This design comes from an exercise in tuning for small area on the open sky130 flow, not from production work.
Only simulation tests tie the RTL to the original design; equivalence was not proved.
No activity file was given, so power comes from the tool's default toggle rates.

==> onyx <==
==> flow/design.v <==
package soc_bus_pkg;
	typedef logic [31:0] wb_adr_t;
	typedef logic [31:0] wb_dat_t;
	typedef logic [3:0]  wb_sel_t;
	typedef enum logic [1:0] {
		SLV_TIMER = 2'd0,
		SLV_GPIO  = 2'd1,
		SLV_NONE  = 2'd2
	} slave_sel_e;
	function automatic wb_dat_t wb_merge(wb_dat_t old_val, wb_dat_t new_val, wb_sel_t sel);
		wb_dat_t res;
		res = old_val;
		for (int i = 0; i < 4; i++) begin
			if (sel[i]) begin
				res[8*i +: 8] = new_val[8*i +: 8];
			end
		end
		wb_merge = res;
	endfunction
endpackage
package soc_periph_pkg;
	typedef enum logic [2:0] {
		TCR0 = 3'd0,
		CMP0 = 3'd1,
		CNT0 = 3'd2,
		TCR1 = 3'd4,
		CMP1 = 3'd5,
		CNT1 = 3'd6
	} timer_reg_e;
	typedef struct packed {
		logic trig;
		logic irqen;
		logic ar;
		logic en;
	} timer_ctrl_t;
	localparam int TCR_EN    = 0;
	localparam int TCR_AR    = 1;
	localparam int TCR_IRQEN = 2;
	localparam int TCR_TRIG  = 3;
	typedef enum logic [2:0] {
		GPIO_IN       = 3'd0,
		GPIO_OUT      = 3'd1,
		GPIO_OE       = 3'd2,
		GPIO_IRQ_MASK = 3'd3,
		GPIO_IRQ_STAT = 3'd4
	} gpio_reg_e;
endpackage
module periph_subsys
(
	input  logic        clk,
	input  logic        rst_n_i,
	input  soc_bus_pkg::wb_adr_t     wb_adr_i,
	input  soc_bus_pkg::wb_dat_t     wb_dat_i,
	input  soc_bus_pkg::wb_sel_t     wb_sel_i,
	input  logic        wb_we_i,
	input  logic        wb_cyc_i,
	input  logic        wb_stb_i,
	output soc_bus_pkg::wb_dat_t     wb_dat_o,
	output logic        wb_ack_o,
	input  logic [31:0] gpio_in_i,
	output logic [31:0] gpio_out_o,
	output logic [31:0] gpio_oe_o,
	output logic [2:0]  irq_n_o
);
	logic        sel_tmr, sel_gpio;
	logic        acc, wr;
	logic [2:0]  ri;
	logic [31:0] bmask;
	assign sel_tmr  = wb_adr_i[31:17] == 15'h7001;
	assign sel_gpio = wb_adr_i[31:17] == 15'h7002;
	assign ri       = wb_adr_i[4:2];
	assign acc      = wb_cyc_i & wb_stb_i & ~wb_ack_o;
	assign wr       = acc & wb_we_i;
	assign bmask    = {{8{wb_sel_i[3]}}, {8{wb_sel_i[2]}}, {8{wb_sel_i[1]}}, {8{wb_sel_i[0]}}};
	always_ff @(posedge clk or negedge rst_n_i) begin
		if (!rst_n_i) wb_ack_o <= 1'b0;
		else          wb_ack_o <= acc;
	end
	logic [1:0]       t_en, t_ar, t_ie, t_trig;
	logic [1:0][31:0] cmp, cnt;
	logic [1:0]       hit, w_tcr, w_cmp, w_cnt;
	always_comb begin
		for (int ch = 0; ch < 2; ch++) begin
			hit[ch]   = t_en[ch] && (cnt[ch] == cmp[ch]);
			w_tcr[ch] = wr & sel_tmr & (ri == {ch[0], 2'd0}) & wb_sel_i[0];
			w_cmp[ch] = wr & sel_tmr & (ri == {ch[0], 2'd1});
			w_cnt[ch] = wr & sel_tmr & (ri == {ch[0], 2'd2});
		end
	end
	always_ff @(posedge clk or negedge rst_n_i) begin
		if (!rst_n_i) begin
			t_en   <= '0;
			t_ar   <= '0;
			t_ie   <= '0;
			t_trig <= '0;
			cmp    <= '0;
			cnt    <= '0;
		end else begin
			for (int ch = 0; ch < 2; ch++) begin
				if (w_tcr[ch]) begin
					t_en[ch] <= wb_dat_i[0];
					t_ar[ch] <= wb_dat_i[1];
					t_ie[ch] <= wb_dat_i[2];
				end else if (hit[ch] && !t_ar[ch]) begin
					t_en[ch] <= 1'b0;
				end
				t_trig[ch] <= hit[ch] | (t_trig[ch] & ~(w_tcr[ch] & wb_dat_i[3]));
				if (w_cmp[ch])
					cmp[ch] <= (cmp[ch] & ~bmask) | (wb_dat_i & bmask);
				if (w_cnt[ch])
					cnt[ch] <= (cnt[ch] & ~bmask) | (wb_dat_i & bmask);
				else if (hit[ch] && t_ar[ch])
					cnt[ch] <= '0;
				else
					cnt[ch] <= cnt[ch] + {31'd0, t_en[ch] & ~hit[ch]};
			end
		end
	end
	logic [31:0] in_meta, in_sync, in_prev, irq_mask, irq_stat, stat_clr;
	logic        w_out, w_oe, w_mask;
	assign w_out    = wr & sel_gpio & (ri == 3'd1);
	assign w_oe     = wr & sel_gpio & (ri == 3'd2);
	assign w_mask   = wr & sel_gpio & (ri == 3'd3);
	assign stat_clr = (wr & sel_gpio & (ri == 3'd4)) ? (wb_dat_i & bmask) : '0;
	always_ff @(posedge clk or negedge rst_n_i) begin
		if (!rst_n_i) begin
			in_meta    <= '0;
			in_sync    <= '0;
			in_prev    <= '0;
			gpio_out_o <= '0;
			gpio_oe_o  <= '0;
			irq_mask   <= '0;
			irq_stat   <= '0;
		end else begin
			in_meta <= gpio_in_i;
			in_sync <= in_meta;
			in_prev <= in_sync;
			if (w_out)  gpio_out_o <= (gpio_out_o & ~bmask) | (wb_dat_i & bmask);
			if (w_oe)   gpio_oe_o  <= (gpio_oe_o & ~bmask) | (wb_dat_i & bmask);
			if (w_mask) irq_mask   <= (irq_mask & ~bmask) | (wb_dat_i & bmask);
			irq_stat <= (irq_stat & ~stat_clr) | (in_sync & ~in_prev & irq_mask);
		end
	end
	assign irq_n_o = {~(t_trig[1] & t_ie[1]), ~|irq_stat, ~(t_trig[0] & t_ie[0])};
	logic [31:0] rd;
	always_comb begin
		rd = '0;
		if (sel_tmr) begin
			case (ri)
				3'd0: rd = {28'd0, t_trig[0], t_ie[0], t_ar[0], t_en[0]};
				3'd1: rd = cmp[0];
				3'd2: rd = cnt[0];
				3'd4: rd = {28'd0, t_trig[1], t_ie[1], t_ar[1], t_en[1]};
				3'd5: rd = cmp[1];
				3'd6: rd = cnt[1];
				default: ;
			endcase
		end else if (sel_gpio) begin
			case (ri)
				3'd0: rd = in_sync;
				3'd1: rd = gpio_out_o;
				3'd2: rd = gpio_oe_o;
				3'd3: rd = irq_mask;
				3'd4: rd = irq_stat;
				default: ;
			endcase
		end
	end
	always_ff @(posedge clk) begin
		wb_dat_o <= rd;
	end
endmodule
==> flow/run.sh <==
#!/bin/bash
# synth_recipe.tcl (not shown) runs the flow's synth.tcl, then flattens the netlist and writes it again
# the make line also repeats each setting of config.mk as NAME=value (left out here)
make -C /OpenROAD-flow-scripts/flow DESIGN_CONFIG=/design/flow/config.mk WORK_HOME=/design/flow/orfs CLKGATE_MAP_FILE= SYNTH_SCRIPT=/design/flow/synth_recipe.tcl finish
==> flow/config.mk <==
export PLATFORM = sky130hd
export DESIGN_NAME = periph_subsys
export DESIGN_NICKNAME = periph_subsys
export VERILOG_FILES = /design/flow/design.v
export SDC_FILE = /design/flow/constraint.sdc
export NUM_CORES = 4
export LEC_CHECK = 0
export CAP_MARGIN = 20
export CORE_MARGIN = 2
export CORE_UTILIZATION = 40
export CTS_BUF_LIST = sky130_fd_sc_hd__clkbuf_4 sky130_fd_sc_hd__clkbuf_8
export SLEW_MARGIN = 20
==> flow/constraint.sdc <==
create_clock -name core_clock -period 5.0 [get_ports {clk}]
set_input_delay 1.0000 -clock core_clock [delete_from_list [all_inputs] [get_ports {clk}]]
set_output_delay 1.0000 -clock core_clock [all_outputs]
set_load 0.01 [all_outputs]
==> harbor: changes against onyx <==
--- a/flow/design.v
+++ b/flow/design.v
@@ -88,4 +88,14 @@
 		end
 	end
+	logic [32:0] cy0, cy1;
+	logic [1:0][31:0] cnt_nx;
+	assign cy0[0] = t_en[0] & ~hit[0];
+	assign cy1[0] = t_en[1] & ~hit[1];
+	assign cy0[32:1] = cy0[31:0] & cnt[0];
+	assign cy1[32:1] = cy1[31:0] & cnt[1];
+	assign cnt_nx[0] = w_cnt[0] ? ((cnt[0] & ~bmask) | (wb_dat_i & bmask))
+	                            : ((cnt[0] ^ cy0[31:0]) & ~{32{hit[0] & t_ar[0]}});
+	assign cnt_nx[1] = w_cnt[1] ? ((cnt[1] & ~bmask) | (wb_dat_i & bmask))
+	                            : ((cnt[1] ^ cy1[31:0]) & ~{32{hit[1] & t_ar[1]}});
 	always_ff @(posedge clk or negedge rst_n_i) begin
 		if (!rst_n_i) begin
@@ -108,10 +118,5 @@
 				if (w_cmp[ch])
 					cmp[ch] <= (cmp[ch] & ~bmask) | (wb_dat_i & bmask);
-				if (w_cnt[ch])
-					cnt[ch] <= (cnt[ch] & ~bmask) | (wb_dat_i & bmask);
-				else if (hit[ch] && t_ar[ch])
-					cnt[ch] <= '0;
-				else
-					cnt[ch] <= cnt[ch] + {31'd0, t_en[ch] & ~hit[ch]};
+				cnt[ch] <= cnt_nx[ch];
 			end
 		end
@@ -144,26 +149,24 @@
 	assign irq_n_o = {~(t_trig[1] & t_ie[1]), ~|irq_stat, ~(t_trig[0] & t_ie[0])};
 	logic [31:0] rd;
+	logic [10:0] rs;
 	always_comb begin
-		rd = '0;
-		if (sel_tmr) begin
-			case (ri)
-				3'd0: rd = {28'd0, t_trig[0], t_ie[0], t_ar[0], t_en[0]};
-				3'd1: rd = cmp[0];
-				3'd2: rd = cnt[0];
-				3'd4: rd = {28'd0, t_trig[1], t_ie[1], t_ar[1], t_en[1]};
-				3'd5: rd = cmp[1];
-				3'd6: rd = cnt[1];
-				default: ;
-			endcase
-		end else if (sel_gpio) begin
-			case (ri)
-				3'd0: rd = in_sync;
-				3'd1: rd = gpio_out_o;
-				3'd2: rd = gpio_oe_o;
-				3'd3: rd = irq_mask;
-				3'd4: rd = irq_stat;
-				default: ;
-			endcase
-		end
+		rs[0]  = sel_tmr  & (ri == 3'd0);
+		rs[1]  = sel_tmr  & (ri == 3'd1);
+		rs[2]  = sel_tmr  & (ri == 3'd2);
+		rs[3]  = sel_tmr  & (ri == 3'd4);
+		rs[4]  = sel_tmr  & (ri == 3'd5);
+		rs[5]  = sel_tmr  & (ri == 3'd6);
+		rs[6]  = sel_gpio & (ri == 3'd0);
+		rs[7]  = sel_gpio & (ri == 3'd1);
+		rs[8]  = sel_gpio & (ri == 3'd2);
+		rs[9]  = sel_gpio & (ri == 3'd3);
+		rs[10] = sel_gpio & (ri == 3'd4);
+		rd = ({32{rs[1]}}  & cmp[0])     | ({32{rs[2]}} & cnt[0])
+		   | ({32{rs[4]}}  & cmp[1])     | ({32{rs[5]}} & cnt[1])
+		   | ({32{rs[6]}}  & in_sync)    | ({32{rs[7]}} & gpio_out_o)
+		   | ({32{rs[8]}}  & gpio_oe_o)  | ({32{rs[9]}} & irq_mask)
+		   | ({32{rs[10]}} & irq_stat)
+		   | ({32{rs[0]}}  & {28'd0, t_trig[0], t_ie[0], t_ar[0], t_en[0]})
+		   | ({32{rs[3]}}  & {28'd0, t_trig[1], t_ie[1], t_ar[1], t_en[1]});
 	end
 	always_ff @(posedge clk) begin
==> flow/flow/run.sh (new file) <==
#!/bin/bash
# Own layout flow: the standard ORFS flow (standard.sh) with
#  - synthesis as synth_recipe.tcl, but ABC maps the logic with an area script
#  - minimum-size buffers on the ports
#  - a clock tree without dummy loads
# Each tool's output goes to a log file in this folder (orfs/logs holds the per-step logs).
set -euo pipefail
W=$PWD
F=$W/flow
export AREA_ABC_SCRIPT=$F/area.abc
bash standard.sh \
  SYNTH_SCRIPT=$F/synth.tcl \
  "BUFFER_PORTS_ARGS=-buffer_cell sky130_fd_sc_hd__buf_1" \
  "CTS_ARGS=-sink_clustering_enable -repair_clock_nets -dont_use_dummy_load -buf_list {sky130_fd_sc_hd__clkbuf_8} -sink_clustering_size 20 -sink_clustering_max_diameter 60" \
  finish > $W/orfs_make.log 2>&1
==> flow/flow/area.abc (new file) <==
strash
&get -n
&st
&syn2
&dch -f
&nf -a -R 1000
&put
==> flow/flow/synth.tcl (new file) <==
# The standard synthesis script (synth_recipe.tcl), with ABC run on an
# area-oriented script in place of ORFS's delay-oriented one. Registers
# are mapped before ABC runs, so their names and cells are unchanged.
proc synth {args} { yosys synth -nofsm -noshare {*}$args }
proc abc {args} {
  set i [lsearch -exact $args -script]
  if {$i >= 0} { lset args [expr {$i + 1}] $::env(AREA_ABC_SCRIPT) }
  yosys abc {*}$args
}
source $::env(SCRIPTS_DIR)/synth.tcl
# left out here: clear keep_hierarchy, flatten, clean up, hide names made inside functions, write 1_2_yosys.v
==> flow/standard.sh (new file) <==
#!/bin/bash
# synth_recipe.tcl (not shown) runs the flow's synth.tcl, then flattens the netlist and writes it again
# the make line also repeats each setting of config.mk as NAME=value (left out here)
make -C /OpenROAD-flow-scripts/flow DESIGN_CONFIG=/design/flow/config.mk WORK_HOME=/design/flow/orfs CLKGATE_MAP_FILE= SYNTH_SCRIPT=/design/flow/synth_recipe.tcl "${@:-finish}"
Settings changed: CORE_UTILIZATION 40 to 65, CTS_BUF_LIST sky130_fd_sc_hd__clkbuf_4 sky130_fd_sc_hd__clkbuf_8 to default.
removed: flow/run.sh
==> cedar: changes against onyx <==
==> flow/flow/run.sh (new file) <==
#!/bin/bash
# Own layout flow: the standard ORFS flow (standard.sh) with
#  - synthesis as synth_recipe.tcl, but ABC maps the logic with an area script
#  - minimum-size buffers on the ports
#  - a clock tree without dummy loads
# Each tool's output goes to a log file in this folder (orfs/logs holds the per-step logs).
set -euo pipefail
W=$PWD
F=$W/flow
export AREA_ABC_SCRIPT=$F/area.abc
bash standard.sh \
  SYNTH_SCRIPT=$F/synth.tcl \
  "BUFFER_PORTS_ARGS=-buffer_cell sky130_fd_sc_hd__buf_1" \
  "CTS_ARGS=-sink_clustering_enable -repair_clock_nets -dont_use_dummy_load -buf_list {sky130_fd_sc_hd__clkbuf_4 sky130_fd_sc_hd__clkbuf_8}" \
  finish > $W/orfs_make.log 2>&1
==> flow/flow/area.abc (new file) <==
strash
&get -n
&st
&syn2
&dch -f
&nf -a -R 1000
&put
==> flow/flow/synth.tcl (new file) <==
# The standard synthesis script (synth_recipe.tcl), with ABC run on an
# area-oriented script in place of ORFS's delay-oriented one. Registers
# are mapped before ABC runs, so their names and cells are unchanged.
proc synth {args} { yosys synth -nofsm -noshare {*}$args }
proc abc {args} {
  set i [lsearch -exact $args -script]
  if {$i >= 0} { lset args [expr {$i + 1}] $::env(AREA_ABC_SCRIPT) }
  yosys abc {*}$args
}
source $::env(SCRIPTS_DIR)/synth.tcl
# left out here: clear keep_hierarchy, flatten, clean up, hide names made inside functions, write 1_2_yosys.v
==> flow/standard.sh (new file) <==
#!/bin/bash
# synth_recipe.tcl (not shown) runs the flow's synth.tcl, then flattens the netlist and writes it again
# the make line also repeats each setting of config.mk as NAME=value (left out here)
make -C /OpenROAD-flow-scripts/flow DESIGN_CONFIG=/design/flow/config.mk WORK_HOME=/design/flow/orfs CLKGATE_MAP_FILE= SYNTH_SCRIPT=/design/flow/synth_recipe.tcl "${@:-finish}"
Settings changed: CTS_BUF_LIST sky130_fd_sc_hd__clkbuf_4 sky130_fd_sc_hd__clkbuf_8 to default.
removed: flow/run.sh
==> notes <==
Against onyx, the setup slack of cedar is lower by 0.15 ns.
cedar went through all stages and came out clean. harbor completed and failed the layout checks on negative setup slack. onyx produced a clean layout.
Final cell count, lowest first: harbor, cedar, onyx.
Sequential power is about the same in onyx and cedar.
Of onyx and harbor, onyx has the higher wire length (gap about 25%, measured against harbor).
Cell area: cedar < harbor < onyx.
Sequential share of layout area: cedar > harbor > onyx.
Critical path depth: onyx < cedar < harbor.
Of onyx and harbor, onyx has the higher hold slack (gap 0.021 ns).
==> figures <==
quantity	harbor	cedar	onyx
Setup Viol. Count Final	24	0	0
Combined area of the multi-input logic cells	7690 sq um	7250 sq um	8310 sq um
Placeable core region	25000 sq um	41900 sq um	45600 sq um
Final critical-path required period	6.77 ns	3.78 ns	3.63 ns
Stages on worst setup path	40	15	4
Worst setup slack after layout	-1.77 ns	1.22 ns	1.37 ns
Synth Area per Inst	12.7 sq um	11.5 sq um	11.1 sq um
Number of H-tree levels	1	3	3
Unrepaired setup endpoints after global routing	true	false	false
Post-synthesis share of cell area spent on and, or, nand and nor gates	7.68%	12.2%	13.9%
Switching power share of the total	23.0%	23.4%	23.8%
Synth top area share	54.8%	53.4%	48.7%
Highest routed metal layer	met4	met4	met5
Skew final	0.0439 ns	0.0619 ns	0.0366 ns
Status	complete, but fails checks	no timing/DRC/antenna violations	no timing/DRC/antenna violations
Reasons for failing layout checks	negative setup slack	-	-
Overall global routing resource usage	37.9%	23.1%	25.8%
Total clock network power	1.49 mW	2.43 mW	3.39 mW
Share of synthesized area spent on multiplexers	14.2%	11.7%	13.6%

==> separate check: timing with driven ports <==
The flow's constraints put no driver on any port. The routed layouts listed below were extracted and timed again, unchanged, in two steps. Step 1: set_driving_cell puts a clkbuf_16 on clk and a buf_2 on each other input, an assumption about the parent block. Step 2 times the ports against the registers' clock, not the clock port: input delays grow and output delays shrink by t, the midpoint of the rising clock arrivals with the driver on. a / b / c = no drivers / after step 1 / after step 2; a / b = the first two.
run | t, ns | setup WS [ns] | hold slack, ns
onyx | 0.704 | 1.368 / 1.310 / 1.187 | 0.341 / 0.341 / 0.341
harbor | 0.647 | -1.768 / -1.768 / -1.768 | 0.320 / 0.320 / 0.320
cedar | 0.647 | 1.220 / 1.220 / 0.681 | 0.331 / 0.331 / 0.331
The setup slack of cedar, which loses most, moves by 0.000 ns with the drivers and by -0.539 ns with both steps.
